This is an optimization exercise on Yosys and OpenROAD, whose aim is small area, a short achievable clock period and few clock cycles per item, not a production implementation. Where RTL was checked, it was by simulation tests only, not by an equivalence proof against the original. Only the layout flow was run in runs 3 to 7; the RTL was not checked for function there. Power and IR drop assume default switching activity.

File: flow/run.sh
#!/bin/bash
# synth_recipe.tcl (not shown) runs the flow's synth.tcl, then flattens the netlist and writes it again
# the make line also repeats each setting of config.mk as NAME=value (left out here)
make -C /OpenROAD-flow-scripts/flow DESIGN_CONFIG=/design/flow/config.mk WORK_HOME=/design/flow/orfs CLKGATE_MAP_FILE= SYNTH_SCRIPT=/design/flow/synth_recipe.tcl finish
File: flow/design.v
`timescale 1ns/10ps
package lc4_isa_pkg;
   localparam int WORD_W    = 16;  
   localparam int REG_SEL_W = 3;   
   localparam int NZP_W     = 3;
   localparam logic [3:0] OP_ARITH = 4'b0001;
   localparam logic [3:0] OP_LOGIC = 4'b0101;
   localparam logic [3:0] OP_CONST = 4'b1001;
   localparam logic [2:0] ARITH_ADD = 3'b000;
   localparam logic [2:0] ARITH_SUB = 3'b010;
   localparam logic [2:0] LOGIC_AND = 3'b000;
   localparam logic [2:0] LOGIC_NOT = 3'b001;
   localparam logic [2:0] LOGIC_OR  = 3'b010;
   localparam logic [2:0] LOGIC_XOR = 3'b011;
   localparam logic [NZP_W-1:0] NZP_NEG  = 3'b100;
   localparam logic [NZP_W-1:0] NZP_ZERO = 3'b010;
   localparam logic [NZP_W-1:0] NZP_POS  = 3'b001;
   typedef struct packed {
      logic [3:0]           opcode;
      logic [REG_SEL_W-1:0] rd;
      logic [REG_SEL_W-1:0] rs;
      logic [2:0]           sub;   
      logic [REG_SEL_W-1:0] rt;
   } insn_reg_t;
   typedef struct packed {
      logic [3:0]           opcode;
      logic [REG_SEL_W-1:0] rd;
      logic [REG_SEL_W-1:0] rs;
      logic                 imm_flag;  
      logic [4:0]           imm5;
   } insn_imm_t;
   typedef struct packed {
      logic [3:0]           opcode;
      logic [REG_SEL_W-1:0] rd;
      logic [8:0]           imm9;  
   } insn_cst_t;
   typedef union packed {
      insn_reg_t r;
      insn_imm_t i;
      insn_cst_t c;
   } lc4_insn_u;
endpackage
`timescale 1ns/10ps
package lc4_pipe_pkg;
   localparam int WORD_W    = 16;
   localparam int REG_SEL_W = 3;
   localparam int NZP_W     = 3;
   typedef enum logic [1:0] {
      STALL_NONE  = 2'd0,  
      STALL_SPLIT = 2'd1,  
      STALL_RESET = 2'd2   
   } stall_e;
   typedef struct packed {
      logic [REG_SEL_W-1:0] rs_sel;
      logic                              rs_re;
      logic [REG_SEL_W-1:0] rt_sel;
      logic                              rt_re;
      logic [REG_SEL_W-1:0] rd_sel;
      logic                              rf_we;
      logic                              nzp_we;
   } ctrl_t;
   typedef struct packed {
      stall_e                           stall;
      logic [WORD_W-1:0]   pc;
      logic [WORD_W-1:0]                insn;  
      ctrl_t                            ctrl;
   } issue_t;
   typedef struct packed {
      logic                              we;
      logic [REG_SEL_W-1:0] sel;
      logic [WORD_W-1:0]    data;
   } wr_port_t;
   typedef struct packed {
      stall_e                            stall;
      logic [WORD_W-1:0]    pc;
      logic [WORD_W-1:0]    insn;
      logic                              rf_we;
      logic [REG_SEL_W-1:0] wsel;
      logic [WORD_W-1:0]    wdata;
      logic                              nzp_we;
      logic [NZP_W-1:0]     nzp;
   } commit_t;
endpackage
`timescale 1ns/10ps
`timescale 1ns/10ps
`timescale 1ns/10ps
`timescale 1ns/10ps
`timescale 1ns/10ps
`timescale 1ns/10ps
module lc4_superscalar #(
   parameter logic [lc4_isa_pkg::WORD_W-1:0] START_PC = 16'h8200
) (
   input  logic                            gwe,
   input  logic                            i_rst,
   output logic [lc4_isa_pkg::WORD_W-1:0]  o_pc,
   input  lc4_isa_pkg::lc4_insn_u          i_insn_a,
   input  lc4_isa_pkg::lc4_insn_u          i_insn_b,
   output lc4_pipe_pkg::commit_t           o_commit_a,
   output lc4_pipe_pkg::commit_t           o_commit_b
);
   logic [15:0] pc_q;
   always_ff @(posedge gwe) begin
      if (i_rst) pc_q <= START_PC;
      else       pc_q <= pc_q + 16'd1;
   end
   assign o_pc = pc_q;
   logic        d_v;
   logic [15:0] d_insn;
   always_ff @(posedge gwe) begin
      d_v    <= !i_rst;
      d_insn <= i_insn_a;
   end
   logic [15:0] regs [8];
   logic        d_wr, d_imm;
   logic [2:0]  d_rs, d_rt;
   logic [15:0] d_a, d_b;
   assign d_wr  = (d_insn[15:12] == 4'b0001) || (d_insn[15:12] == 4'b0101) ||
                  (d_insn[15:12] == 4'b1001);
   assign d_imm = d_insn[5];
   assign d_rs  = d_insn[8:6];
   assign d_rt  = d_insn[2:0];
   assign d_a   = regs[d_rs];
   assign d_b   = d_imm ? {{11{d_insn[4]}}, d_insn[4:0]} : regs[d_rt];
   logic        x_v, x_we, x_fa, x_fb;
   logic [15:0] x_insn, x_a, x_b;
   logic        w_v, w_we;
   logic [15:0] w_insn, w_data, w_pc;
   always_ff @(posedge gwe) begin
      if (i_rst) begin
         x_v  <= 1'b0;
         x_we <= 1'b0;
      end else begin
         x_v  <= d_v;
         x_we <= d_v && d_wr;
      end
      x_insn <= d_insn;
      x_a    <= d_a;
      x_b    <= d_b;
      x_fa   <= x_we && (x_insn[11:9] == d_rs);
      x_fb   <= x_we && !d_imm && (x_insn[11:9] == d_rt);
   end
   logic [15:0] op_a, op_b, op_b2, sum, lres, res;
   logic        is_arith, is_logic, is_const, is_sub, is_zero;
   assign op_a     = x_fa ? w_data : x_a;
   assign op_b     = x_fb ? w_data : x_b;
   assign is_arith = x_insn[15:12] == 4'b0001;
   assign is_logic = x_insn[15:12] == 4'b0101;
   assign is_const = x_insn[15:12] == 4'b1001;
   assign is_sub   = !x_insn[5] && x_insn[4:3] == 2'b10;
   assign is_zero  = !x_insn[5] && x_insn[3];
   assign op_b2    = is_sub ? ~op_b : op_b;
   assign sum      = op_a + op_b2 + {15'd0, is_sub};
   always_comb begin
      if (x_insn[5]) lres = op_a & op_b;
      else case (x_insn[4:3])
         2'b00:   lres = op_a & op_b;
         2'b01:   lres = ~op_a;
         2'b10:   lres = op_a | op_b;
         default: lres = op_a ^ op_b;
      endcase
      if (is_const)      res = {{7{x_insn[8]}}, x_insn[8:0]};
      else if (is_logic) res = lres;
      else if (is_zero)  res = 16'd0;
      else               res = sum;
   end
   always_ff @(posedge gwe) begin
      if (i_rst) begin
         for (int r = 0; r < 8; r++) regs[r] <= '0;
      end else if (x_we) begin
         regs[x_insn[11:9]] <= res;
      end
   end
   always_ff @(posedge gwe) begin
      if (i_rst) begin
         w_v  <= 1'b0;
         w_we <= 1'b0;
         w_pc <= START_PC - 16'd3;
      end else begin
         w_v  <= x_v;
         w_we <= x_we;
         w_pc <= w_pc + 16'd1;
      end
      w_insn <= x_insn;
      w_data <= res;
   end
   always_comb begin
      o_commit_a.stall  = w_v ? lc4_pipe_pkg::STALL_NONE : lc4_pipe_pkg::STALL_SPLIT;
      o_commit_a.pc     = w_pc;
      o_commit_a.insn   = w_insn;
      o_commit_a.rf_we  = w_we;
      o_commit_a.wsel   = w_insn[11:9];
      o_commit_a.wdata  = w_data;
      o_commit_a.nzp_we = w_we;
      if (w_data[15])          o_commit_a.nzp = lc4_isa_pkg::NZP_NEG;
      else if (w_data != '0)   o_commit_a.nzp = lc4_isa_pkg::NZP_POS;
      else                     o_commit_a.nzp = lc4_isa_pkg::NZP_ZERO;
   end
   assign o_commit_b = {lc4_pipe_pkg::STALL_SPLIT, 56'd0};
endmodule
File: flow/constraint.sdc
create_clock -name core_clock -period 5.5 [get_ports {gwe}]
set_input_delay 1.1000 -clock core_clock [delete_from_list [all_inputs] [get_ports {gwe}]]
set_output_delay 1.1000 -clock core_clock [all_outputs]
set_load 0.01 [all_outputs]
File: flow/config.mk
export PLATFORM = sky130hd
export DESIGN_NAME = lc4_superscalar
export DESIGN_NICKNAME = lc4_superscalar
export VERILOG_FILES = /design/flow/design.v
export SDC_FILE = /design/flow/constraint.sdc
export NUM_CORES = 4
export LEC_CHECK = 0
export ABC_CLOCK_PERIOD_IN_PS = 2500
export CAP_MARGIN = 20
export CORE_MARGIN = 2
export CORE_UTILIZATION = 40
export SETUP_SLACK_MARGIN = 2.8
export SLEW_MARGIN = 20
==> summary.txt, run 1 <==
status=finished clean; global-route wire length before repair=53.4 mm; Worst Setup Path Type=reg -> reg; CTS tree=built; critical path arrival=3.61 ns; die width=185 µm; Mapped Avg Cell Area=11.5 µm²; CTS max path bufs=3; worst-margin pin slew=0.954 ns; Filler Cell Count=2711; Min-Delay Endpoint=x_insn[10]; terminus of the critical flop-to-flop path=regs[6][12]; Cell Int Power=4.11 mW; critical path required time=5.80 ns; nets@finish=1407; hold path depth=0; die extent in y=185 µm; FF/Latch Area=6600 µm²; vias in the first global route=9316; GRT met2 Usage=36.1%; FF+latch count, synth=263; GR Overflow Total=0; Hold Vio Cnt, Final=0; fmax=0.303 GHz; Post-synth top flop=dfxtp_1; Post-DP HPWL=21.4 mm; antenna violations before repair=0; max-slew violation count=0; most common cell after layout, fill and taps aside=nor2_1; Antenna diodes=0; DR vias/cell=5.36; Core Area=32500 µm²; Routed Wire Length=37.0 mm; Final Cycle Share=60.0%; Initial Util=40.5%; peak supply drop=0.279 mV; Clock transition at path regs=0.07 ns; NetSw=1.78 mW; Placer Congestion=0.859; Post-synth EDFFs=128; M3 GR Usage=3.30%; YS warnings=1; post-synthesis cell type count=63; Final Setup Violations=0; Setup Skew=0.0138 ns; Post-Syn Instances=1147; port bufs=90; RR Startpoint=x_fb; IO Count=166; register area share after synthesis=49.8%; largest net degree at the start of global routing=35; CP startpoint kind=flip-flop; crit path capture type=flip-flop; setup_tns=0 ns; most frequent cells in the layout=160 x nor2_1, 128 x edfxtp_1, 106 x dfxtp_1, 84 x clkdlybuf4s50_1, 82 x buf_4; clock network power share=32.1%; die footprint=34300 µm²; Clock Sinks=263; share of layout cells above drive strength 1=31.1%; final hold slack=0.326 ns; row cnt=66; Tot Pwr=5.89 mW; CTS buffer count=29; Syn-to-layout area delta=32.1%; final core occ=53.5%; DR iter-0 viols=1004; switching part of the total=30.2%; Skew-Pair Late Insertion Delay=0.56 ns; root buf cell=clkbuf_16; Post-synth ARST share=0%; CTS HTree Levels=1; worst hold start=d_insn[10]; most used routing layer=met2; max cap viols=0; residual DRC count=0; Flop pwr share=40.2%; routed via count=9570; Max FO, Critical Path=5; FF-to-FF path depth=12; Worst Hold Class=reg -> reg; P_leak=6.69 nW; post-layout min period=3.30 ns; total track usage=20.7%; Post-Syn Area=13100 µm²; combinational share of power=27.7%; WL/cell=20.7 µm; Multi-input gate area=6910 µm²; flop2flop setup slack=2.20 ns; hold buffers post-CTS=0; RSZ-0062 raised after global routing=true; PD cells=339 nW/µm²; DRT Pass-1 Iters=6; grt met1 use=26.4%; Final ANT Viol Nets=0; Slew headroom=36.2%
-- worst max-delay path, cell delays in order, from the launching register on --
cell and delay (ns):
dfxtp_4 0.39, mux2_4 0.32, mux2_4 0.31, fa_2 0.38, a211oi_2 0.23, nor2_2 0.09, a221o_1 0.42, a41oi_2 0.28
xnor2_2 0.14, a21oi_4 0.19, buf_6 0.12, buf_12 0.12, nor2_2 0.04
-- metal layers --
metal	part of all wire, %	routed length [µm]	vias to the layer above
met4	3.0	1110	0
met1	40	14700	4769
li1	-	-	4341
met3	7.3	2710	94
met5	0	0	-
met2	50	18500	366
-- cells by family after synthesis --
group                    share of synthesized area, %
XOR/XNOR                                         3.86
AO/OA/AOI/OAI                                    7.46
buffers and inverters                            7.27
multiplexers                                     15.2
other                                          0.0571
adder cells (fa/ha/maj)                          4.91
AND/OR/NAND/NOR                                  11.4
flip-flops                                       49.8
-- how the worst max path moves through the flow --
stage          from           to  cells past startpoint
2_1_floorplan  x_fb  regs[0][12]                     11
3_3_place_gp   x_fb  regs[0][14]                     10
3_5_place_dp   x_fb  regs[0][14]                     10
4_1_cts        x_fa  regs[6][12]                     14
5_1_grt        x_fa  regs[4][12]                     14
6_report       x_fb  regs[6][12]                     12
-- what timing repair did --
item,in CTS,in global routing
cloned,4,5
endpoints found under the setup margin,272,197
pin swaps,40,44
setup buffers,63,26
gates resized for setup,142,101
-- flip-flops by register name (all words and copies together), names as in the netlist --
name / flops
x_a: 16
w_insn: 16
x_v: 1
w_we: 1
w_data: 16
d_v: 1
x_we: 1
x_fa: 1
x_insn: 16
w_pc: 16
x_fb: 1
d_insn: 16
regs: 128
w_v: 1
x_b: 16
pc_q: 16
-- metrics by stage --
step	cells	area [µm²]	worst slack [ns]
6_report	1785	17400	2.20
3_5_place_dp	1635	14400	1.51
5_1_grt	1785	17400	2.11
3_3_place_gp	1635	14400	1.55
2_1_floorplan	1204	13500	2.47
4_1_cts	1754	16700	2.20
-- synth_stat cells (16+ instances only) --
library cell	number	area, µm²
xor2_1	26	228
a21oi_1	30	150
buf_4	65	488
o21ai_0	27	135
nand3_1	19	95.1
edfxtp_1	128	3840
nor2b_1	20	125
a211oi_1	16	120
clkbuf_1	49	184
inv_1	54	203
dfxtp_1	135	2700
xnor2_1	32	280
nor2_1	174	653
mux2i_1	35	350
mux4_2	64	1440
nand2_1	56	210
ha_1	50	626
mux2_2	17	191
-- power by group through the flow --
stage          registers, mW  logic (mW)  clock network [mW]
5_1_grt                 2.39        1.72                2.00
6_report                2.37        1.63                1.89
4_1_cts                 2.35        1.44                1.91
3_3_place_gp            2.35        1.01                   0
3_5_place_dp            2.35        1.02                   0
2_1_floorplan           2.33       0.679                   0
-- cell type report --
cell class              count  area share (%)
repair inverters            1          0.0288
clock inverters            10           0.548
inverters                  56            1.25
well taps                 442            3.19
clock buffers              42            4.81
multi-input cells         760            39.8
repair buffers            211            12.4
flip-flops and latches    263            38.0
Testbench counts, summed over its fixed seeds: cycles 12,024, items 12,000.
==> inputs of run 2 (changes only) <==
--- a/flow/config.mk
+++ b/flow/config.mk
@@ -7,3 +7,2 @@
 export LEC_CHECK = 0
-export ABC_CLOCK_PERIOD_IN_PS = 2500
 export CAP_MARGIN = 20
@@ -11,3 +10,2 @@
 export CORE_UTILIZATION = 40
-export SETUP_SLACK_MARGIN = 2.8
 export SLEW_MARGIN = 20
==> summary.txt, run 2 <==
status=finished clean; Clock transition at path regs=0.06 ns (about the same); antenna violations before repair=0 (unchanged); global-route wire length before repair=49.7 mm (-7.0%); row cnt=66 (unchanged); Clock Sinks=263 (unchanged); Tot Pwr=5.23 mW (-11%); share of layout cells above drive strength 1=13.3% (-18 points); Skew-Pair Late Insertion Delay=0.55 ns (about the same); IO Count=166 (unchanged); Final Cycle Share=74.0% (+14 points); die width=185 µm (unchanged); max FFs per register=128 (unchanged); dpl cells=1635 (unchanged); P_leak=5.94 nW (-11%); Setup Skew=0.0268 ns (+0.0129 ns); die footprint=34300 µm² (unchanged); crit path capture type=flip-flop; peak supply drop=0.252 mV (-9.7%); most common cell after layout, fill and taps aside=nor2_1; most frequent cell after synthesis=nor2_1; DR iter-0 viols=683 (-32%); area share of the largest cell type after synthesis=29.2% (unchanged); Non-Filler Instances=1688 (-5.4%); residual DRC count=0 (unchanged); Multi-input gate area=5870 µm² (-15%); Post-synth top flop=dfxtp_1; Worst Hold Class=reg -> reg; hold buffers post-CTS=0 (unchanged); total track usage=19.1% (-1.6 points); CP startpoint kind=flip-flop; Mapped Avg Cell Area=11.5 µm² (unchanged); critical path required time=5.75 ns (-0.05 ns); max-slew violation count=0 (unchanged); Max FO, Critical Path=17 (+12); vias in the first global route=8717 (-6.4%); DR vias/cell=5.26 (-1.9%); Yosys top cell by area=edfxtp_1; YS warnings=1 (unchanged); WL/cell=19.3 µm (-6.9%); FF+latch count, synth=263 (unchanged); CTS buffer count=28 (-3.4%); Worst Setup Path Type=reg -> reg; top cells by area, synth=edfxtp_1 29%, dfxtp_1 21%, mux4_2 11%; Core Area=32500 µm² (unchanged); Syn-to-layout area delta=16.0%; post_cts resized=0 (-100%); Post-synth EDFFs=128 (unchanged); worst-margin pin slew=1.04 ns (+0.0876 ns); DRT Pass-1 Iters=6 (unchanged); RSZ-0062 raised after global routing=false; Final Setup Violations=0 (unchanged); GR Overflow Total=0 (unchanged); CTS tree=built; Antenna diodes=0 (unchanged); final hold slack=0.331 ns (+0.00483 ns); largest net degree at the start of global routing=35 (unchanged); FF/Latch Area=6550 µm² (-0.74%); CTS max path bufs=3 (unchanged); critical path arrival=4.33 ns (+0.72 ns); most frequent cells in the layout=174 x nor2_1, 133 x dfxtp_1, 128 x edfxtp_1, 90 x clkdlybuf4s50_1, 64 x mux4_2; Routed Wire Length=32.6 mm (-12%); Biggest register=regs; Placer Congestion=0.854 (-0.55%); Commonest cells post-synth=174 x nor2_1, 135 x dfxtp_1, 128 x edfxtp_1; Post-DP HPWL=21.2 mm (-1.3%); Post-synth ARST share=0% (unchanged); port bufs=90 (unchanged); Filler Cell Count=2962 (+9.3%); post-synthesis cell type count=63 (unchanged); nets@finish=1309 (-7.0%); Final ANT Viol Nets=0 (unchanged); Post-Syn Instances=1147 (unchanged); Post-Syn Area=13100 µm² (unchanged); PD cells=343 nW/µm² (+1.1%); postcts setup bufs=0 (-100%); fmax=0.246 GHz (-19%); root buf cell=clkbuf_16; Initial Util=40.5% (unchanged); Slew headroom=30.5% (-5.7 points); CTS HTree Levels=1 (unchanged); post-layout min period=4.07 ns (+0.770 ns); max cap viols=0 (unchanged); setup_tns=0 ns (unchanged); die extent in y=185 µm (unchanged); Hold Vio Cnt, Final=0 (unchanged); routed via count=8879 (-7.2%); register area share after synthesis=49.8% (unchanged)
[run 2: cell types whose count changed in the layout (fill, tap and decap cells not counted), sizes merged, moves of 2 or more]
cell,delta
buf,-93
bufinv,+2
clkbuf,-6
clkdlybuf4s50,+6
clkinv,+3
clkinvlp,-3
dlymetal6s2s,-3
[run 2: final cells by class]
class | count | share of cell area (%)
flip-flops and latches | 263 | 42.9
multi-input cells | 756 | 38.5
repair buffers | 119 | 7.34
clock buffers | 38 | 5.17
well taps | 442 | 3.63
inverters | 56 | 1.38
clock inverters | 14 | 1.07
[run 2: metrics by stage]
step / area [µm²] / setup WS (ns) / util, %
global route: 15200 / 1.14 / 47.0
CTS: 15200 / 1.47 / 47.0
floorplan: 13400 / 1.88 / -
global placement: 14300 / 1.46 / 44.0
finish: 15200 / 1.43 / 47.0
detailed placement: 14300 / 1.50 / 44.0
[run 2: logic make-up (layout without fill, tap and decap cells)]
kind of cell | Yosys count | in the layout | synth area share [%]
compound gates | 138 | 138 | 7.46
flops | 263 | 263 | 49.8
mux | 117 | 117 | 15.2
buf+inv | 185 | 227 | 7.27
other cells | 2 | 59 | 0.0571
simple gates | 333 | 333 | 11.4
fa+ha+maj | 51 | 51 | 4.91
xor+xnor | 58 | 58 | 3.86
[run 2: final timing paths]
path | startpoint | end | slack (ns) | cells after the start
worst max-delay path | x_fa | regs[1][12] | 1.43 | 12
worst min-delay path | d_insn[9] | x_insn[9] | 0.33 | 0
worst max register to register | x_fa | regs[1][12] | 1.43 | 12
worst min register to register | d_insn[9] | x_insn[9] | 0.33 | 0
[run 2: routing by layer]
| layer | vias up | routed length, µm | global-route usage, % |
|---|---|---|---|
| li1 | 4140 | - | - |
| met1 | 4389 | 13400 | 23.9 |
| met2 | 302 | 16500 | 33.8 |
| met3 | 48 | 2030 | 2.95 |
| met4 | 0 | 737 | 5.59 |
| met5 | - | 0 | 0 |
[run 2: report_power, final]
part           leakage, nW  switching [mW]  internal (mW)  total, mW
Sequential            2.45           0.117           2.19       2.30
Clock                0.465           0.769           1.15       1.91
Combinational         3.03           0.584          0.430       1.01
Total                 5.94            1.47           3.76       5.23
[run 2: worst max-delay path, cell delays in order (launching register included)]
cell      delay [ns]
dfxtp_1         0.31
buf_4           0.30
mux2i_1         0.39
inv_2           0.09
mux2_4          0.31
fa_1            0.48
a211oi_1        0.22
nor2_1          0.14
a221o_1         0.42
a41oi_1         0.29
xnor2_1         0.11
a21oi_1         0.62
nor2_1          0.10
==> inputs of run 3 (changes only) <==
--- a/flow/design.v
+++ b/flow/design.v
@@ -106,41 +106,17 @@
    assign o_pc = pc_q;
-   logic        d_v;
-   logic [15:0] d_insn;
-   always_ff @(posedge gwe) begin
-      d_v    <= !i_rst;
-      d_insn <= i_insn_a;
-   end
-   logic [15:0] regs [8];
-   logic        d_wr, d_imm;
-   logic [2:0]  d_rs, d_rt;
-   logic [15:0] d_a, d_b;
-   assign d_wr  = (d_insn[15:12] == 4'b0001) || (d_insn[15:12] == 4'b0101) ||
-                  (d_insn[15:12] == 4'b1001);
-   assign d_imm = d_insn[5];
-   assign d_rs  = d_insn[8:6];
-   assign d_rt  = d_insn[2:0];
-   assign d_a   = regs[d_rs];
-   assign d_b   = d_imm ? {{11{d_insn[4]}}, d_insn[4:0]} : regs[d_rt];
-   logic        x_v, x_we, x_fa, x_fb;
-   logic [15:0] x_insn, x_a, x_b;
+   logic        x_v, x_we;
+   logic [15:0] x_insn;
    logic        w_v, w_we;
    logic [15:0] w_insn, w_data, w_pc;
+   logic [15:0] regs [8];
    always_ff @(posedge gwe) begin
-      if (i_rst) begin
-         x_v  <= 1'b0;
-         x_we <= 1'b0;
-      end else begin
-         x_v  <= d_v;
-         x_we <= d_v && d_wr;
-      end
-      x_insn <= d_insn;
-      x_a    <= d_a;
-      x_b    <= d_b;
-      x_fa   <= x_we && (x_insn[11:9] == d_rs);
-      x_fb   <= x_we && !d_imm && (x_insn[11:9] == d_rt);
+      x_v    <= !i_rst;
+      x_insn <= i_insn_a;
    end
+   assign x_we = x_v && ((x_insn[15:12] == 4'b0001) || (x_insn[15:12] == 4'b0101) ||
+                         (x_insn[15:12] == 4'b1001));
    logic [15:0] op_a, op_b, op_b2, sum, lres, res;
    logic        is_arith, is_logic, is_const, is_sub, is_zero;
-   assign op_a     = x_fa ? w_data : x_a;
-   assign op_b     = x_fb ? w_data : x_b;
+   assign op_a     = regs[x_insn[8:6]];
+   assign op_b     = x_insn[5] ? {{11{x_insn[4]}}, x_insn[4:0]} : regs[x_insn[2:0]];
    assign is_arith = x_insn[15:12] == 4'b0001;
@@ -176,3 +152,3 @@
          w_we <= 1'b0;
-         w_pc <= START_PC - 16'd3;
+         w_pc <= START_PC - 16'd2;
       end else begin
--- a/flow/config.mk
+++ b/flow/config.mk
@@ -10,2 +10,3 @@
 export CORE_UTILIZATION = 40
+export SETUP_SLACK_MARGIN = 2.8
 export SLEW_MARGIN = 20
==> summary.txt, run 3 <==
CTS tree=built; die extent in y=178 µm (-4.0%); Final Setup Violations=0 (unchanged); clock network power share=31.5% (-5.1 points); Post-synth ARST share=0% (unchanged); most frequent cells in the layout=145 x nor2_1, 128 x edfxtp_1, 87 x clkdlybuf4s50_1, 75 x dfxtp_1, 74 x nand2_1; Clock transition at path regs=0.06 ns (about the same); post-layout min period=3.95 ns (-0.120 ns); WL/cell=20.8 µm (+7.6%); share of layout cells above drive strength 1=29.9% (+17 points); largest net degree at the start of global routing=60 (+71%); setup_tns=0 ns (unchanged); Placer Congestion=0.836 (-2.1%); port bufs=90 (unchanged); Antenna diodes=0 (unchanged); Core Area=29700 µm² (-8.4%); die width=178 µm (-4.0%); P_leak=6.28 nW (+5.7%); CTS buffer count=24 (-14%); DRT Pass-1 Iters=5 (-1); Cell Int Power=3.48 mW (-7.5%); IO Count=166 (unchanged); critical path arrival=4.20 ns (-0.13 ns); routed via count=9217 (+3.8%); YS warnings=1 (unchanged); Hold Vio Cnt, Final=0 (unchanged); Mapped Avg Cell Area=10.9 µm² (-4.8%); max FFs per register=128 (unchanged); most common cell after layout, fill and taps aside=nor2_1; Tot Pwr=5.04 mW (-3.6%); max-slew violation count=0 (unchanged); antenna violations before repair=0 (unchanged); DR vias/cell=5.45 (+3.6%); critical path required time=5.75 ns (about the same); combinational share of power=31.6% (+12 points); Post-DP HPWL=22.0 mm (+3.8%); Post-Syn Instances=1108 (-3.4%); Routed Wire Length=35.2 mm (+7.8%); Initial Util=40.7% (+0.16 points); Yosys top cell by area=edfxtp_1; total track usage=21.1% (+2.0 points); final hold slack=0.387 ns (+0.0559 ns); die footprint=31600 µm² (-7.9%); worst-margin pin slew=1.19 ns (+0.146 ns); Setup Skew=0.0197 ns (-0.00709 ns); row cnt=63 (-4.5%); crit path capture type=flip-flop; Worst Setup Path Type=reg -> reg; register area share after synthesis=45.6% (-4.2 points); final instance area=16000 µm² (+5.1%); Commonest cells post-synth=167 x nor2_1, 128 x edfxtp_1, 85 x nand2_1; GR Overflow Total=0 (unchanged); Slew headroom=20.5% (-10 points); Max FO, Critical Path=9 (-8); Skew-Pair Late Insertion Delay=0.52 ns (-0.03 ns); switching part of the total=31.0% (+2.9 points); Final ANT Viol Nets=0 (unchanged); Final Cycle Share=71.9% (-2.2 points); global-route wire length before repair=50.9 mm (+2.3%); root buf cell=clkbuf_16; RSZ-0062 raised after global routing=true; status=finished clean; max cap viols=0 (unchanged); area share of the largest cell type after synthesis=31.8% (+2.6 points); Clock Sinks=211 (-20%); CTS max path bufs=3 (unchanged); Post-Syn Area=12100 µm² (-8.1%); vias in the first global route=8884 (+1.9%); Biggest register=regs; Flop pwr share=36.9% (-7.1 points); residual DRC count=0 (unchanged); Area after DPL=13500 µm² (-5.8%); most frequent cell after synthesis=nor2_1; fmax=0.253 GHz (+3.0%); post-synthesis cell type count=77 (+22%); PD cells=314 nW/µm² (-8.3%); Syn-to-layout area delta=32.7%; top cells by area, synth=edfxtp_1 32%, dfxtp_1 14%, mux4_2 11%; FF+latch count, synth=211 (-20%); Post-synth EDFFs=128 (unchanged); NetSw=1.56 mW (+6.3%); Worst Hold Class=reg -> reg; Post-synth top flop=edfxtp_1; DR iter-0 viols=721 (+5.6%); hold buffers post-CTS=0 (unchanged); nets@finish=1369 (+4.6%); peak supply drop=0.275 mV (+8.9%); CTS HTree Levels=1 (unchanged); CP startpoint kind=flip-flop
## run 3: cell types whose count changed in the layout (fill, tap and decap cells not counted), sizes merged, moves of 6 or more
cell / delta
nor2b: -10
nor2: -7
buf: +87
nand2: +33
xnor2: -7
a222oi: -6
a21oi: +15
o21ai: +19
dfxtp: -52
mux2i: -11
a211oi: -10
## run 3: worst paths after layout
check | slack [ns] | depth (start not counted) | from | to
setup / recovery | 1.55 | 16 | x_insn[0] | regs[5][13]
hold / removal | 0.39 | 0 | x_insn[12] | w_insn[12]
setup reg to reg | 1.55 | 16 | x_insn[0] | regs[5][13]
hold reg to reg | 0.39 | 0 | x_insn[12] | w_insn[12]
## run 3: critical path, cell delays in order, from the launching register on
cell	delay (ns)
dfxtp_4	0.46
buf_12	0.16
buf_12	0.10
buf_6	0.08
mux4_2	0.51
mux2_4	0.29
o21ai_4	0.21
xnor2_2	0.16
ha_4	0.26
a21oi_4	0.18
o21ai_1	0.10
a21oi_1	0.17
o22ai_1	0.15
a211o_1	0.32
a221oi_4	0.27
buf_12	0.16
a21oi_1	0.07
## run 3: what timing repair did
action / in CTS / in global routing
pin swaps: 31 / 39
setup buffers: 56 / 28
gates resized for setup: 101 / 87
cloned: 7 / 6
setup endpoints to repair: 275 / 210
## run 3: power by group through the flow
stage          logic (mW)  registers, mW  clock network, mW
2_1_floorplan       0.737           1.89                  0
3_3_place_gp         1.07           1.89                  0
3_5_place_dp         1.07           1.89                  0
4_1_cts              1.35           1.86               1.61
5_1_grt              1.69           1.87               1.67
6_report             1.59           1.86               1.59
## run 3: metal layers
metal | vias to the layer above | track usage (%) | share of wire, %
met4 | 0 | 7.31 | 2.8
met5 | - | 0 | 0
met1 | 4546 | 28.5 | 43
li1 | 4253 | - | -
met2 | 363 | 35.2 | 47
met3 | 55 | 2.34 | 7.2
## run 3: cell type report
type	instances	area, µm²
clock buffer	32	651
clock inverter	12	130
fill	2526	13700
inverter	55	211
multi-input combinational	786	6850
sequential	211	5530
tap	390	488
timing repair buffer	205	2180
## run 3: stage by stage
stage	worst slack [ns]	util (%)	instances
final	1.55	54.0	1691
after global routing	1.43	54.0	1691
after CTS	1.60	51.6	1657
after detailed placement	0.997	45.3	1550
after global placement	1.01	45.3	1550
after floorplan	1.90	-	1165
## run 3: kinds of logic after synthesis
logic type,synth area share [%]
AO/OA/AOI/OAI,9.43
buffers and inverters,7.93
AND/OR/NAND/NOR,13.0
multiplexers,15.1
flip-flops,45.6
adder cells (fa/ha/maj),5.45
other,0.0622
XOR/XNOR,3.48
==> inputs of run 4 (changes only) <==
--- a/flow/config.mk
+++ b/flow/config.mk
@@ -7,2 +7,3 @@
 export LEC_CHECK = 0
+export ABC_AREA = 1
 export CAP_MARGIN = 20
==> summary.txt, run 4 <==
final hold slack=0.352 ns (-0.0352 ns); max cap viols=0 (unchanged); peak supply drop=0.240 mV (-13%); die width=180 µm (+1.2%); status=finished clean; Final Setup Violations=0 (unchanged); Setup Skew=0.0173 ns (-0.00233 ns); hold path depth=0 (unchanged); critical path arrival=3.82 ns (-0.38 ns); port bufs=90 (unchanged); switching part of the total=31.4% (+0.42 points); CP startpoint kind=flip-flop; terminus of the critical flop-to-flop path=regs[5][10]; CTS max path bufs=3 (unchanged); Worst Hold Class=reg -> reg; max FFs per register=128 (unchanged); Post-DP HPWL=23.3 mm (+6.0%); global-route wire length before repair=58.6 mm (+15%); vias in the first global route=10400 (+17%); IO Count=166 (unchanged); final core occ=52.0% (-2.0 points); dpl cells=1947 (+26%); WL/cell=18.7 µm (-10%); Skew-Pair Late Insertion Delay=0.52 ns (about the same); row cnt=64 (+1.6%); Post-synth ARST share=0% (unchanged); post-layout min period=3.45 ns (-0.505 ns); Clock Sinks=211 (unchanged); most frequent cells in the layout=198 x nand2_1, 172 x nor2_1, 134 x a21oi_1, 128 x edfxtp_1, 118 x o21ai_0; Post-Syn Instances=1528 (+38%); crit path capture type=flip-flop; Antenna diodes=0 (unchanged); final instance area=15900 µm² (-1.1%); largest net degree at the start of global routing=73 (+22%); pre-CTS WS=1.56 ns (+0.558 ns); Worst Setup Path Type=reg -> reg; worst-margin pin slew=0.827 ns (-0.361 ns); combinational share of power=27.1% (-4.5 points); final setup margin=2.05 ns (+0.505 ns); Mapped Avg Cell Area=8.11 µm² (-26%); CTS buffer count=24 (unchanged); residual DRC count=0 (unchanged); GR Overflow Total=0 (unchanged); max-slew violation count=0 (unchanged); Syn-to-layout area delta=28.0%; nets@finish=1753 (+28%); Biggest register=regs; Clock transition at path regs=0.06 ns (about the same); Tot Pwr=4.81 mW (-4.7%); Yosys top cell by area=edfxtp_1; FF+latch count, synth=211 (unchanged); Slew headroom=44.9% (+24 points); DR iter-0 viols=1194 (+66%); total track usage=22.6% (+1.5 points); antenna violations before repair=0 (unchanged); RSZ-0062 raised after global routing=true; register area share after synthesis=44.4% (-1.1 points); Commonest cells post-synth=218 x nand2_1, 176 x nor2_1, 158 x a21oi_1; Post-synth top flop=edfxtp_1; area share of the largest cell type after synthesis=31.0% (-0.79 points); Post-Syn Area=12400 µm² (+2.6%); most common cell after layout, fill and taps aside=nand2_1; Final ANT Viol Nets=0 (unchanged); Min-Delay Endpoint=w_insn[13]; post-synthesis cell type count=49 (-36%); RR Startpoint=x_insn[0]; Final Cycle Share=62.7% (-9.2 points); Max FO, Critical Path=6 (-3); root buf cell=clkbuf_16; Non-Filler Instances=2081 (+23%); Flop pwr share=38.5% (+1.6 points); routed via count=11300 (+23%); setup_tns=0 ns (unchanged); Initial Util=40.6% (-0.043 points); die footprint=32400 µm² (+2.5%); P_leak=6.60 nW (+5.1%); worst hold start=x_insn[13]; CTS tree=built; Post-synth EDFFs=128 (unchanged); Core Area=30500 µm² (+2.7%); Placer Congestion=0.904 (+8.1%); critical path required time=5.87 ns (+0.12 ns); Hold Vio Cnt, Final=0 (unchanged); PD cells=303 nW/µm² (-3.6%); most frequent cell after synthesis=nand2_1; Cell Int Power=3.30 mW (-5.3%); DRT Pass-1 Iters=6 (+1); flop2flop setup slack=2.05 ns (+0.50 ns); NetSw=1.51 mW (-3.4%); FF-to-FF path depth=18 (+2); top cells by area, synth=edfxtp_1 31%, dfxtp_1 13%, nand2_1 6.6%; share of layout cells above drive strength 1=20.9% (-9.0 points); die extent in y=180 µm (+1.2%); CTS HTree Levels=1 (unchanged); fmax=0.290 GHz (+15%); YS warnings=1 (unchanged); Area after DPL=13400 µm² (-0.78%); DR vias/cell=5.43 (-0.35%); Routed Wire Length=38.9 mm (+11%); clock network power share=34.3% (+2.8 points)
## run 4: how the worst max path moves through the flow
stage,slack (ns),end,cells past startpoint,startpoint
after floorplan,2.60,regs[1][10],19,x_insn[0]
after global placement,1.58,regs[7][6],7,i_rst
after global routing,1.94,regs[6][10],18,x_insn[0]
after CTS,2.18,regs[1][10],17,x_insn[0]
final,2.05,regs[5][10],18,x_insn[0]
after detailed placement,1.56,regs[7][14],17,x_insn[5]
## run 4: routing by layer
metal | up-vias | GRT usage (%) | part of all wire (%)
met5 | - | 0 | 0
met4 | 0 | 7.19 | 3.1
met3 | 91 | 3.33 | 8.5
met2 | 550 | 37.2 | 47
met1 | 5346 | 30.7 | 42
li1 | 5316 | - | -
## run 4: cell families after synthesis
kind of cell             count (synthesis)  synth area share, %
buffers and inverters                  298                 11.9
adder cells (fa/ha/maj)                 52                 5.31
AND/OR/NAND/NOR                        555                 19.8
XOR/XNOR                                19                 1.34
other                                    2               0.0606
flip-flops                             211                 44.4
AO/OA/AOI/OAI                          391                 17.1
## run 4: cell type report
class                           count  area, µm²
Multi-Input combinational cell   1078       6260
Clock inverter                      8       75.1
Inverter                          152        633
Timing Repair Buffer              200       2110
Tap cell                          396        495
Fill cell                        2756      14700
Sequential cell                   211       5530
Clock buffer                       36        757
## run 4: what timing repair did
action | in CTS | in global routing
setup endpoints to repair | 268 | 270
endpoints found under the hold margin | 0 | 0
pin swaps | 53 | 28
resized for setup | 144 | 64
hold buffers | 0 | 0
gates cloned | 9 | 4
buffers inserted | 65 | 12
## run 4: power groups by stage
stage | Combinational [mW] | Sequential [mW] | Clock (mW)
after global placement | 0.960 | 1.87 | 0
after global routing | 1.40 | 1.86 | 1.73
final | 1.30 | 1.85 | 1.65
after CTS | 1.20 | 1.85 | 1.68
after detailed placement | 0.971 | 1.87 | 0
after floorplan | 0.667 | 1.87 | 0
## run 4: worst max-delay path, cell delays in order, from the launching register on
cell      delay, ns
dfxtp_4        0.42
buf_12         0.16
buf_16         0.14
o211ai_1       0.28
nand3_2        0.16
nand2_4        0.12
xor2_2         0.16
inv_1          0.07
fa_2           0.33
inv_2          0.08
nand3_2        0.06
nand2_2        0.13
a21oi_4        0.07
o21ai_2        0.19
a21boi_2       0.08
xor2_1         0.18
o22ai_2        0.30
nand2_2        0.19
a21oi_2        0.17
==> inputs of run 5 (changes only) <==
--- a/flow/design.v
+++ b/flow/design.v
@@ -106,4 +106,10 @@
    assign o_pc = pc_q;
-   logic        x_v, x_we;
-   logic [15:0] x_insn;
+   logic        d_v;
+   logic [15:0] d_insn;
+   always_ff @(posedge gwe) begin
+      d_v    <= !i_rst;
+      d_insn <= i_insn_a;
+   end
+   logic        x_v, x_we, x_fa, x_fb, x_sub;
+   logic [15:0] x_insn, x_a, x_b;
    logic        w_v, w_we;
@@ -111,12 +117,32 @@
    logic [15:0] regs [8];
-   always_ff @(posedge gwe) begin
-      x_v    <= !i_rst;
-      x_insn <= i_insn_a;
-   end
-   assign x_we = x_v && ((x_insn[15:12] == 4'b0001) || (x_insn[15:12] == 4'b0101) ||
-                         (x_insn[15:12] == 4'b1001));
-   logic [15:0] op_a, op_b, op_b2, sum, lres, res;
-   logic        is_arith, is_logic, is_const, is_sub, is_zero;
-   assign op_a     = regs[x_insn[8:6]];
-   assign op_b     = x_insn[5] ? {{11{x_insn[4]}}, x_insn[4:0]} : regs[x_insn[2:0]];
+   logic        d_wr, d_imm, d_sub;
+   logic [2:0]  d_rs, d_rt;
+   logic [15:0] d_a, d_b;
+   assign d_wr  = (d_insn[15:12] == 4'b0001) || (d_insn[15:12] == 4'b0101) ||
+                  (d_insn[15:12] == 4'b1001);
+   assign d_imm = d_insn[5];
+   assign d_sub = d_insn[15:12] == 4'b0001 && d_insn[5:3] == 3'b010;
+   assign d_rs  = d_insn[8:6];
+   assign d_rt  = d_insn[2:0];
+   assign d_a   = (w_we && w_insn[11:9] == d_rs) ? w_data : regs[d_rs];
+   assign d_b   = d_imm ? {{11{d_insn[4]}}, d_insn[4:0]} :
+                  (w_we && w_insn[11:9] == d_rt) ? w_data : regs[d_rt];
+   always_ff @(posedge gwe) begin
+      if (i_rst) begin
+         x_v  <= 1'b0;
+         x_we <= 1'b0;
+      end else begin
+         x_v  <= d_v;
+         x_we <= d_v && d_wr;
+      end
+      x_insn <= d_insn;
+      x_sub  <= d_sub;
+      x_a    <= d_a;
+      x_b    <= d_b ^ {16{d_sub}};    
+      x_fa   <= x_we && (x_insn[11:9] == d_rs);
+      x_fb   <= x_we && !d_imm && (x_insn[11:9] == d_rt);
+   end
+   logic [15:0] op_a, bb, g, p, gg, pp, sum, res;
+   logic        is_arith, is_logic, is_const, is_imm;
+   logic        s_sum, s_and, s_not, s_or, s_xor;
    assign is_arith = x_insn[15:12] == 4'b0001;
@@ -124,26 +150,35 @@
    assign is_const = x_insn[15:12] == 4'b1001;
-   assign is_sub   = !x_insn[5] && x_insn[4:3] == 2'b10;
-   assign is_zero  = !x_insn[5] && x_insn[3];
-   assign op_b2    = is_sub ? ~op_b : op_b;
-   assign sum      = op_a + op_b2 + {15'd0, is_sub};
+   assign is_imm   = x_insn[5];
+   assign s_sum    = is_arith && (is_imm || !x_insn[3]);    
+   assign s_and    = is_logic && (is_imm || x_insn[4:3] == 2'b00);
+   assign s_not    = is_logic && !is_imm && x_insn[4:3] == 2'b01;
+   assign s_or     = is_logic && !is_imm && x_insn[4:3] == 2'b10;
+   assign s_xor    = is_logic && !is_imm && x_insn[4:3] == 2'b11;
+   assign op_a = x_fa ? w_data : x_a;
+   assign bb   = x_fb ? (w_data ^ {16{x_sub}}) : x_b;
+   assign g    = op_a & bb;
+   assign p    = op_a ^ bb;
    always_comb begin
-      if (x_insn[5]) lres = op_a & op_b;
-      else case (x_insn[4:3])
-         2'b00:   lres = op_a & op_b;
-         2'b01:   lres = ~op_a;
-         2'b10:   lres = op_a | op_b;
-         default: lres = op_a ^ op_b;
-      endcase
-      if (is_const)      res = {{7{x_insn[8]}}, x_insn[8:0]};
-      else if (is_logic) res = lres;
-      else if (is_zero)  res = 16'd0;
-      else               res = sum;
-   end
-   always_ff @(posedge gwe) begin
-      if (i_rst) begin
-         for (int r = 0; r < 8; r++) regs[r] <= '0;
-      end else if (x_we) begin
-         regs[x_insn[11:9]] <= res;
-      end
-   end
+      logic [15:0] gn, pn;
+      gg    = g;
+      pp    = p;
+      gg[0] = g[0] | (p[0] & x_sub);
+      for (int d = 1; d < 16; d = d * 2) begin
+         gn = gg;
+         pn = pp;
+         for (int i = d; i < 16; i++) begin
+            gn[i] = gg[i] | (pp[i] & gg[i-d]);
+            pn[i] = pp[i] & pp[i-d];
+         end
+         gg = gn;
+         pp = pn;
+      end
+   end
+   assign sum = p ^ {gg[14:0], x_sub};
+   assign res = ({16{s_sum}} & sum) |
+                ({16{s_and}} & g) |
+                ({16{s_not}} & ~op_a) |
+                ({16{s_or}}  & (g | p)) |
+                ({16{s_xor}} & p) |
+                ({16{is_const}} & {{7{x_insn[8]}}, x_insn[8:0]});
    always_ff @(posedge gwe) begin
@@ -152,3 +187,3 @@
          w_we <= 1'b0;
-         w_pc <= START_PC - 16'd2;
+         w_pc <= START_PC - 16'd3;
       end else begin
@@ -160,2 +195,9 @@
       w_data <= res;
+   end
+   always_ff @(posedge gwe) begin
+      if (i_rst) begin
+         for (int r = 0; r < 8; r++) regs[r] <= '0;
+      end else if (w_we) begin
+         regs[w_insn[11:9]] <= w_data;
+      end
    end
==> summary.txt, run 5 <==
status=finished clean; critical path required time=4.40 ns (-1.47 ns); CTS buffer count=29 (+21%); top cells by area, synth=edfxtp_1 27%, dfxtp_1 19%, nand2_1 12%; P_leak=7.04 nW (+6.6%); DR vias/cell=5.17 (-4.9%); PD cells=296 nW/µm² (-2.3%); Core Area=35400 µm² (+16%); most common cell after layout, fill and taps aside=nand2_1; max cap viols=0 (unchanged); Antenna diodes=0 (unchanged); Max stage delay on crit path=0.38 ns (-0.04 ns); crit path to=o_commit_a[0]; Tot Pwr=4.91 mW (+2.2%); max-slew violation count=0 (unchanged); Post-Syn Area=14300 µm² (+15%); Buf/Inv on CP=2 (-2); Multi-input gate area=6520 µm² (+4.2%); most frequent cell after synthesis=nand2_1; Commonest cells post-synth=453 x nand2_1, 288 x nor2_1, 199 x nand3_1; most frequent cells in the layout=443 x nand2_1, 288 x nor2_1, 198 x nand3_1, 149 x inv_1, 128 x edfxtp_1; Skew-Pair Late Insertion Delay=0.56 ns (+0.04 ns); GR Overflow Total=0 (unchanged); flop2flop setup slack=2.97 ns (+0.92 ns); Hold Vio Cnt, Final=0 (unchanged); Yosys top cell by area=edfxtp_1; Post-synth top flop=dfxtp_1; terminus of the critical flop-to-flop path=w_data[8]; Post-synth EDFFs=128 (unchanged); CTS HTree Levels=1 (unchanged); row cnt=69 (+7.8%); RR Startpoint=w_data[0]; Placer Congestion=0.911 (+0.77%); residual DRC count=0 (unchanged); hold buffers post-CTS=0 (unchanged); YS warnings=1 (unchanged); Worst Hold Class=reg -> reg; Crit-path slowest cell=nor4_4; antenna violations before repair=0 (unchanged); crit path capture type=primary output; Final Setup Violations=0 (unchanged); Setup Skew=0.0134 ns (-0.00389 ns); Clock Sinks=264 (+25%); CP startpoint kind=flip-flop; Initial Util=40.4% (-0.25 points); Biggest register=regs; critical path arrival=1.77 ns (-2.05 ns); max FFs per register=128 (unchanged); WL/cell=16.9 µm (-9.5%); fmax=0.348 GHz (+20%); Post-synth ARST share=0% (unchanged); Max FO, Critical Path=4 (-2); peak supply drop=0.268 mV (+12%); register area share after synthesis=46.0% (+1.5 points); Final ANT Viol Nets=0 (unchanged); dpl cells=2351 (+21%); FF-to-FF path depth=14 (-4); crit path from=w_data[1]; DR iter-0 viols=1219 (+2.1%); IO Count=166 (unchanged); routed via count=12500 (+11%); nets@finish=2015 (+15%); root buf cell=clkbuf_16; Worst Setup Path Type=reg -> out; Worst path depth=5 (-13); vias in the first global route=11600 (+12%); FF+latch count, synth=264 (+25%); Slew headroom=44.1% (-0.73 points); Mapped Avg Cell Area=7.58 µm² (-6.5%); setup_tns=0 ns (unchanged); share of layout cells above drive strength 1=8.54% (-12 points); die width=193 µm (+7.2%); port bufs=90 (unchanged); Post-DP HPWL=27.1 mm (+16%); die extent in y=193 µm (+7.2%); area share of the largest cell type after synthesis=26.9% (-4.1 points); global-route wire length before repair=63.0 mm (+7.5%); post-layout min period=2.87 ns (-0.573 ns); CTS max path bufs=3 (unchanged); Post-Syn Instances=1884 (+23%); FF/Latch Area=6640 µm² (+20%); Filler Cell Count=3481 (+26%); worst hold start=d_insn[11]; delay-heaviest family, CP=simple AND/OR/NAND/NOR gates; largest net degree at the start of global routing=68 (-6.8%); Non-Filler Instances=2428 (+17%); Syn-to-layout area delta=16.2%; CP cell instances=clkinvlp_4, nand4_1, nor4_4, nor2_1, buf_2; worst-margin pin slew=0.838 ns (+0.0109 ns); RSZ-0062 raised after global routing=true; CTS tree=built; DRT Pass-1 Iters=6 (unchanged); die footprint=37200 µm² (+15%); post-synthesis cell type count=36 (-27%); total track usage=21.6% (-1.0 points); Routed Wire Length=41.1 mm (+5.6%); Final Cycle Share=52.3% (-10 points); Clock transition at path regs=0.06 ns (about the same)
-- run 5: stage by stage --
stage | utilization, % | hold slack (ns) | worst slack (ns) | instance area (µm²)
after floorplan | - | 0.310 | 2.77 | 14500
after global placement | 42.9 | 0.314 | 1.86 | 15200
after detailed placement | 42.9 | 0.316 | 1.84 | 15200
after CTS | 46.6 | 0.331 | 2.61 | 16500
after global routing | 46.9 | 0.342 | 2.56 | 16600
final | 46.9 | 0.329 | 2.63 | 16600
-- run 5: kinds of logic (layout without fill, tap and decap cells) --
family	Yosys count	count (layout)	synth area share [%]
AO/OA/AOI/OAI	225	225	9.13
other	2	59	0.0526
AND/OR/NAND/NOR	1004	1004	29.3
buffers and inverters	328	354	10.8
flip-flops	264	264	46.0
XOR/XNOR	25	25	1.53
adder cells (fa/ha/maj)	36	36	3.26
-- run 5: worst min-delay path by stage --
stage	endpoint	slack, ns	cells after the start
floorplan	x_insn[10]	0.31	0
global placement	x_insn[9]	0.31	0
detailed placement	x_insn[9]	0.32	0
CTS	x_insn[9]	0.33	0
global route	x_insn[9]	0.34	0
finish	x_insn[11]	0.33	0
-- run 5: worst register-to-register path: cells and delay by family, from the launching register on --
kind,cells,cell delay [ns]
fa+ha+maj,2,0.90
simple gates,8,0.74
flops,1,0.38
buf+inv,2,0.19
compound gates,1,0.14
xor+xnor,1,0.13
-- run 5: where the power goes --
part           switching, mW  internal, mW
Sequential            0.0782          2.15
Clock                  0.830          1.08
Combinational          0.502         0.274
Total                   1.41          3.50
-- run 5: timing repair --
action | 4_1_cts | 5_1_grt
pin swaps | 4 | 2
resized for setup | 103 | 21
cloned | 0 | 1
setup buffers | 20 | 3
setup endpoints to repair | 184 | 135
-- run 5: final cells by class --
class,instances,area share (%)
well taps,461,3.48
clock inverters,17,0.776
flip-flops and latches,264,40.0
clock buffers,36,4.79
multi-input cells,1349,39.3
repair inverters,1,0.0302
inverters,176,4.67
repair buffers,124,6.96
-- run 5: routing by layer --
layer  up-vias  wire (µm)  GRT usage [%]
met5         -          0              0
met4         0        955           7.34
met3        83       2750           2.62
met2       503      19900           36.8
met1      5826      17600           28.5
li1       6129          -              -
==> inputs of run 6 (changes only) <==
--- a/flow/config.mk
+++ b/flow/config.mk
@@ -7,3 +7,2 @@
 export LEC_CHECK = 0
-export ABC_AREA = 1
 export CAP_MARGIN = 20
==> summary.txt, run 6 <==
Worst Setup Path Type=reg -> reg; peak supply drop=0.269 mV (+0.23%); Crit-path slowest cell=dfxtp_2; Final ANT Viol Nets=0 (unchanged); CP cell instances=buf_12, xnor2_4, a21oi_2, inv_2, buf_4, buf_6, buf_4, buf_4, buf_4, buf_4, buf_4, buf_4, buf_6, buf_4, buf_4, buf_4, buf_4, buf_4, buf_6, ha_4, o211ai_1; die footprint=36100 µm² (-3.0%); RR Startpoint=x_sub; Non-Filler Instances=1805 (-26%); CTS HTree Levels=1 (unchanged); YS warnings=1 (unchanged); row cnt=68 (-1.4%); CP startpoint kind=flip-flop; final setup margin=2.43 ns (-0.196 ns); Post-Syn Area=13900 µm² (-3.1%); Syn-to-layout area delta=20.5%; setup_tns=0 ns (unchanged); Slew headroom=32.1% (-12 points); Skew-Pair Late Insertion Delay=0.56 ns (about the same); most frequent cells in the layout=133 x and2_1, 128 x edfxtp_1, 105 x dfxtp_1, 75 x clkdlybuf4s50_1, 71 x nor2_1; CTS max path bufs=3 (unchanged); register area share after synthesis=47.4% (+1.5 points); Post-synth ARST share=0% (unchanged); pre-CTS WS=1.71 ns (-0.130 ns); Final Setup Violations=0 (unchanged); Post-Syn Instances=1214 (-36%); nets@finish=1396 (-31%); area share of the largest cell type after synthesis=27.8% (+0.85 points); Core Area=34300 µm² (-3.1%); Yosys top cell by area=edfxtp_1; Max stage delay on crit path=0.33 ns (-0.05 ns); residual DRC count=0 (unchanged); global-route wire length before repair=52.9 mm (-16%); Biggest register=regs; PD cells=301 nW/µm² (+1.8%); RSZ-0062 raised after global routing=true; P_leak=6.62 nW (-5.9%); critical path required time=5.95 ns (+1.55 ns); vias in the first global route=9112 (-22%); post-layout min period=3.07 ns (+0.196 ns); critical path arrival=3.52 ns (+1.75 ns); Post-synth EDFFs=128 (unchanged); WL/cell=19.4 µm (+15%); Max FO, Critical Path=3 (-1); Worst Hold Class=reg -> reg; post-synthesis cell type count=72 (+100%); most common cell after layout, fill and taps aside=and2_1; CTS tree=built; Final Cycle Share=55.8% (+3.6 points); worst hold start=d_insn[11]; largest net degree at the start of global routing=37 (-46%); max-slew violation count=0 (unchanged); final hold slack=0.317 ns (-0.0118 ns); Tot Pwr=5.03 mW (+2.3%); Commonest cells post-synth=136 x dfxtp_1, 133 x and2_1, 128 x edfxtp_1; Post-DP HPWL=21.8 mm (-19%); worst-margin pin slew=1.02 ns (+0.181 ns); die width=190 µm (-1.5%); hold buffers post-CTS=0 (unchanged); root buf cell=clkbuf_16; DR iter-0 viols=671 (-45%); Placer Congestion=0.847 (-7.0%); die extent in y=190 µm (-1.5%); final instance area=16700 µm² (+0.54%); routed via count=9299 (-26%); crit path capture type=flip-flop; FF+latch count, synth=264 (unchanged); final core occ=48.7% (+1.8 points); Hold Vio Cnt, Final=0 (unchanged); port bufs=90 (unchanged); DR vias/cell=5.15 (-0.26%); Antenna diodes=0 (unchanged); IO Count=166 (unchanged); most frequent cell after synthesis=dfxtp_1; crit path from=x_sub; dpl cells=1695 (-28%); max FFs per register=128 (unchanged); GR Overflow Total=0 (unchanged); top cells by area, synth=edfxtp_1 28%, dfxtp_1 20%, mux4_2 9.6%; share of layout cells above drive strength 1=22.4% (+14 points); Worst path most repeated cell=buf_4; status=finished clean; Routed Wire Length=35.1 mm (-15%); Initial Util=40.4% (about the same); max cap viols=0 (unchanged); Post-synth top flop=dfxtp_1; Area after DPL=14800 µm² (-2.6%); Clock Sinks=264 (unchanged); Clock transition at path regs=0.06 ns (about the same); CTS buffer count=30 (+3.4%); Setup Skew=0.0161 ns (+0.00265 ns); DRT Pass-1 Iters=5 (-1); antenna violations before repair=0 (unchanged); fmax=0.326 GHz (-6.4%); Mapped Avg Cell Area=11.4 µm² (+50%); total track usage=19.1% (-2.5 points)
run 6: cell count changes after synthesis, moves of 27 or more:
| cell | delta |
|---|---|
| and2_1 | +132 |
| nand2_1 | -396 |
| xnor2_1 | +27 |
| o21ai_0 | -91 |
| nor2_1 | -216 |
| mux2i_1 | +46 |
| o211ai_1 | -30 |
| a21oi_1 | +32 |
| nand3_1 | -178 |
| mux4_2 | +59 |
| inv_1 | -112 |
run 6: final cells by class:
type | instances | area, µm²
flip-flops and latches | 264 | 6650
repair buffers | 171 | 1610
clock inverters | 22 | 213
inverters | 42 | 163
multi-input cells | 817 | 6660
fillers | 3035 | 17600
well taps | 455 | 569
clock buffers | 34 | 818
run 6: metal layers:
layer | track usage, % | wire, µm | up-vias | share of wire [%]
li1 | - | - | 4415 | -
met1 | 24.5 | 14800 | 4570 | 42
met2 | 34.3 | 17900 | 267 | 51
met3 | 2.27 | 1670 | 47 | 4.8
met4 | 4.98 | 789 | 0 | 2.2
met5 | 0 | 0 | - | 0
run 6: cell families (layout without fill, tap and decap cells):
logic type | Yosys count | count (layout) | share of synthesized area [%]
XOR/XNOR | 68 | 68 | 4.30
AND/OR/NAND/NOR | 359 | 360 | 14.0
other | 2 | 59 | 0.0542
AO/OA/AOI/OAI | 177 | 177 | 8.17
adder cells (fa/ha/maj) | 36 | 36 | 3.36
buffers and inverters | 191 | 269 | 8.29
flip-flops | 264 | 264 | 47.4
multiplexers | 117 | 117 | 14.4
run 6: repair_timing:
item | in CTS | in global routing
setup endpoints to repair | 119 | 107
gates resized for setup | 106 | 42
setup buffers | 43 | 10
cloned | 1 | 0
pin swaps | 8 | 14
run 6: power by group:
group / total (mW) / switching [mW] / internal (mW) / leakage, nW
logic: 0.746 / 0.393 / 0.353 / 3.66
clock network: 2.05 / 0.836 / 1.21 / 0.492
registers: 2.23 / 0.0792 / 2.15 / 2.47
run 6: critical path: cells and delay by family, from the launching register on:
kind                     cells  cell delay [ns]
AO/OA/AOI/OAI                2             0.36
flip-flops                   1             0.33
adder cells (fa/ha/maj)      1             0.15
XOR/XNOR                     1             0.13
buffers and inverters       17             2.01
run 6: final timing paths:
path / endpoint / slack, ns / cells after the start
worst min-delay path: x_insn[11] / 0.32 / 0
worst max register to register: w_data[0] / 2.43 / 21
worst max-delay path: w_data[0] / 2.43 / 21
worst min register to register: x_insn[11] / 0.32 / 0
==> inputs of run 7 (changes only) <==
--- a/flow/design.v
+++ b/flow/design.v
@@ -106,8 +106,4 @@
    assign o_pc = pc_q;
-   logic        d_v;
    logic [15:0] d_insn;
-   always_ff @(posedge gwe) begin
-      d_v    <= !i_rst;
-      d_insn <= i_insn_a;
-   end
+   assign d_insn = i_insn_a;
    logic        x_v, x_we, x_fa, x_fb, x_sub;
@@ -134,4 +130,4 @@
       end else begin
-         x_v  <= d_v;
-         x_we <= d_v && d_wr;
+         x_v  <= 1'b1;
+         x_we <= d_wr;
       end
@@ -187,3 +183,3 @@
          w_we <= 1'b0;
-         w_pc <= START_PC - 16'd3;
+         w_pc <= START_PC - 16'd2;
       end else begin
@@ -196,8 +192,7 @@
    end
-   always_ff @(posedge gwe) begin
-      if (i_rst) begin
-         for (int r = 0; r < 8; r++) regs[r] <= '0;
-      end else if (w_we) begin
-         regs[w_insn[11:9]] <= w_data;
-      end
+   logic [15:0] rf_wd;
+   assign rf_wd = w_data & ~{16{i_rst}};
+   always_ff @(posedge gwe) begin
+      for (int r = 0; r < 8; r++)
+         if (i_rst || (w_we && w_insn[11:9] == 3'(r))) regs[r] <= rf_wd;
    end
--- a/flow/config.mk
+++ b/flow/config.mk
@@ -7,2 +7,3 @@
 export LEC_CHECK = 0
+export ABC_AREA = 1
 export CAP_MARGIN = 20
==> summary.txt, run 7 <==
most frequent cells in the layout=444 x nand2_1, 178 x inv_1, 175 x nor2_1, 152 x nand3_1, 128 x edfxtp_1; IO Count=166 (unchanged); Post-DP HPWL=27.3 mm (+25%); YS warnings=2 (+1); Clock transition at path regs=0.06 ns (about the same); largest net degree at the start of global routing=67 (+81%); combinational share of power=16.6% (+1.8 points); max FFs per register=128 (unchanged); final setup margin=2.68 ns (+0.245 ns); Hold Vio Cnt, Final=0 (unchanged); port bufs=90 (unchanged); GR Overflow Total=0 (unchanged); root buf cell=clkbuf_16; area share of the largest cell type after synthesis=28.1% (+0.33 points); Max stage delay on crit path=0.39 ns (+0.06 ns); Post-synth EDFFs=128 (unchanged); CTS max path bufs=3 (unchanged); total track usage=22.7% (+3.5 points); Setup Skew=0.0234 ns (+0.00732 ns); Worst Setup Path Type=reg -> out; Final Cycle Share=51.4% (-4.4 points); PD cells=301 nW/µm² (about the same); Skew-Pair Late Insertion Delay=0.55 ns (about the same); antenna violations before repair=0 (unchanged); switching part of the total=28.4% (+2.4 points); Mapped Avg Cell Area=7.73 µm² (-32%); DRT Pass-1 Iters=5 (unchanged); peak supply drop=0.261 mV (-2.9%); Post-Syn Instances=1770 (+46%); most frequent cell after synthesis=nand2_1; clock network power share=39.1% (-1.7 points); fmax=0.354 GHz (+8.7%); worst-margin pin slew=1.07 ns (+0.0488 ns); register area share after synthesis=45.5% (-1.9 points); pre-CTS WS=1.59 ns (-0.121 ns); Clock Sinks=247 (-6.4%); most common cell after layout, fill and taps aside=nand2_1; crit path capture type=primary output; top cells by area, synth=edfxtp_1 28%, dfxtp_1 17%, nand2_1 12%; post-layout min period=2.82 ns (-0.245 ns); FF-to-FF path depth=16 (-24%); DR vias/cell=5.17 (+0.30%); Worst Hold Class=reg -> reg; routed via count=12000 (+29%); Final Setup Violations=0 (unchanged); CP cell instances=inv_2, nand4_1, nor4_4, nor2_1, buf_2; Flop pwr share=44.3% (about the same); critical path arrival=1.72 ns (-1.80 ns); RSZ-0062 raised after global routing=true; residual DRC count=0 (unchanged); setup_tns=0 ns (unchanged); final instance area=16000 µm² (-4.3%); FF+latch count, synth=247 (-6.4%); Core Area=33600 µm² (-2.0%); status=finished clean; max-slew violation count=0 (unchanged); share of layout cells above drive strength 1=9.46% (-13 points); Filler Cell Count=3301 (+8.8%); Final ANT Viol Nets=0 (unchanged); Cell Int Power=3.44 mW (-7.5%); vias in the first global route=11200 (+23%); die extent in y=189 µm (-0.58%); final core occ=47.5% (-1.2 points); row cnt=67 (-1.5%); Commonest cells post-synth=446 x nand2_1, 189 x inv_1, 179 x nor2_1; Crit-path slowest cell=nor4_4; die footprint=35700 µm² (-1.2%); DR iter-0 viols=1003 (+49%); CTS tree=built; Initial Util=40.7% (+0.32 points); CTS HTree Levels=1 (unchanged); P_leak=7.15 nW (+7.9%); WL/cell=17.8 µm (-8.5%); die width=189 µm (-0.58%); Post-Syn Area=13700 µm² (-1.2%); CP startpoint kind=flip-flop; NetSw=1.36 mW (+4.3%); critical path required time=4.40 ns (-1.55 ns); Antenna diodes=0 (unchanged); max cap viols=0 (unchanged); Slew headroom=28.6% (-3.5 points); post-synthesis cell type count=41 (-43%); Post-synth ARST share=0% (unchanged); hold path depth=0 (unchanged); global-route wire length before repair=63.5 mm (+20%); Post-synth top flop=edfxtp_1; Biggest register=regs; Placer Congestion=0.892 (+5.3%); Area after DPL=14700 µm² (-0.78%); Syn-to-layout area delta=16.6%; Routed Wire Length=41.3 mm (+18%); nets@finish=1920 (+38%); Max FO, Critical Path=2 (-1); CTS buffer count=28 (-6.7%); Yosys top cell by area=edfxtp_1
==> run 7: changes by cell type in the layout (fill, tap and decap cells not counted), sizes merged, moves of 27 or more <==
cell	change
and2	-131
buf	-34
inv	+148
mux2i	-46
mux4	-64
nand2	+389
nand3	+134
nand4	+103
nor2	+111
o21a	+27
xnor2	-28
==> run 7: routing by layer <==
| metal | up-vias | wire, µm | global-route usage (%) |
|---|---|---|---|
| met5 | - | 0 | 0 |
| met4 | 0 | 1120 | 7.33 |
| met3 | 76 | 2850 | 3.32 |
| met2 | 452 | 19400 | 38.2 |
| met1 | 5557 | 17900 | 29.9 |
| li1 | 5903 | - | - |
==> run 7: final timing paths <==
kind	start	end	slack, ns
worst min-delay path	x_insn[1]	w_insn[1]	0.37
worst min register to register	x_insn[1]	w_insn[1]	0.37
worst max register to register	w_data[0]	w_data[10]	3.00
worst max-delay path	w_data[4]	o_commit_a[0]	2.68
==> run 7: critical path, delay by kind of cell (launching register included) <==
family | cells | cell delay, ns
buf+inv | 2 | 0.21
flops | 1 | 0.36
simple gates | 3 | 0.62
==> run 7: power groups by stage <==
stage / Sequential (mW) / Combinational, mW / Clock, mW
after floorplan: 2.16 / 0.525 / 0
after global placement: 2.17 / 0.752 / 0
after detailed placement: 2.17 / 0.758 / 0
after CTS: 2.13 / 0.787 / 1.91
after global routing: 2.14 / 0.886 / 1.99
final: 2.13 / 0.796 / 1.88
==> run 7: metrics by stage <==
step | hold WS (ns) | cells | total power [mW]
final | 0.366 | 2320 | 4.81
after global placement | 0.348 | 2244 | 2.92
after global routing | 0.381 | 2320 | 5.02
after floorplan | 0.331 | 1827 | 2.69
after CTS | 0.366 | 2317 | 4.82
after detailed placement | 0.357 | 2244 | 2.93
==> run 7: cells by family after synthesis <==
family                     after synthesis  synth area share, %
AOI/OAI and AO/OA                      180                 7.54
xor gates and xnor gates                25                 1.60
adders and majority gates               36                 3.40
buffers and inverters                  343                 11.8
DFF                                    247                 45.5
other                                    2               0.0549
and+or+nand+nor                        937                 30.1
==> run 7: timing repair <==
item,in CTS,in global routing
resized for setup,86,11
pin swaps,6,2
endpoints found under the setup margin,153,37
gates cloned,3,0
hold buffers,0,0
setup buffers,18,3
endpoints found under the hold margin,0,0
==> run 7: area by class of cell <==
cell class	count	area [µm²]	area share, %
sequential	247	6290	39.4
multi-input combinational	1238	6150	38.5
timing repair buffer	135	1240	7.77
clock buffer	41	847	5.31
inverter	198	761	4.76
tap	448	561	3.51
clock inverter	11	101	0.635
timing repair inverter	2	10.0	0.0627

[static timing again, ports no longer ideal]
No port has a modelled driver above. Below, the same layouts with a new extraction and two added sets of constraints. Step 1 (the two cells are an assumption about what drives the block):
set clk [get_ports {gwe}]
set_driving_cell -lib_cell sky130_fd_sc_hd__clkbuf_16 $clk
set_driving_cell -lib_cell sky130_fd_sc_hd__buf_2 [delete_from_list [all_inputs] $clk]
Step 2 times the ports against the registers' clock, not the clock port: input delays grow and output delays shrink by t, the midpoint of the rising clock arrivals with the driver on. Three values: ideal ports, drivers, drivers and shift; two values: the first two.
run	t, ns	slack for setup (ns)	worst setup path at the end
run 1	0.607	2.198 / 2.198 / 2.198	register to register
run 2	0.589	1.428 / 1.428 / 1.428	register to register
run 3	0.566	1.548 / 1.548 / 1.548	register to register
run 4	0.564	2.053 / 2.053 / 2.053	register to register
run 5	0.611	2.626 / 2.570 / 2.330	input to register
run 6	0.605	2.430 / 2.430 / 2.314	input to register
run 7	0.599	2.675 / 2.619 / 2.367	input to register
After both steps setup and hold are still met in every run listed. For run 7, which loses most, drivers alone change the setup slack by -0.056 ns; drivers and shift together by -0.308 ns.
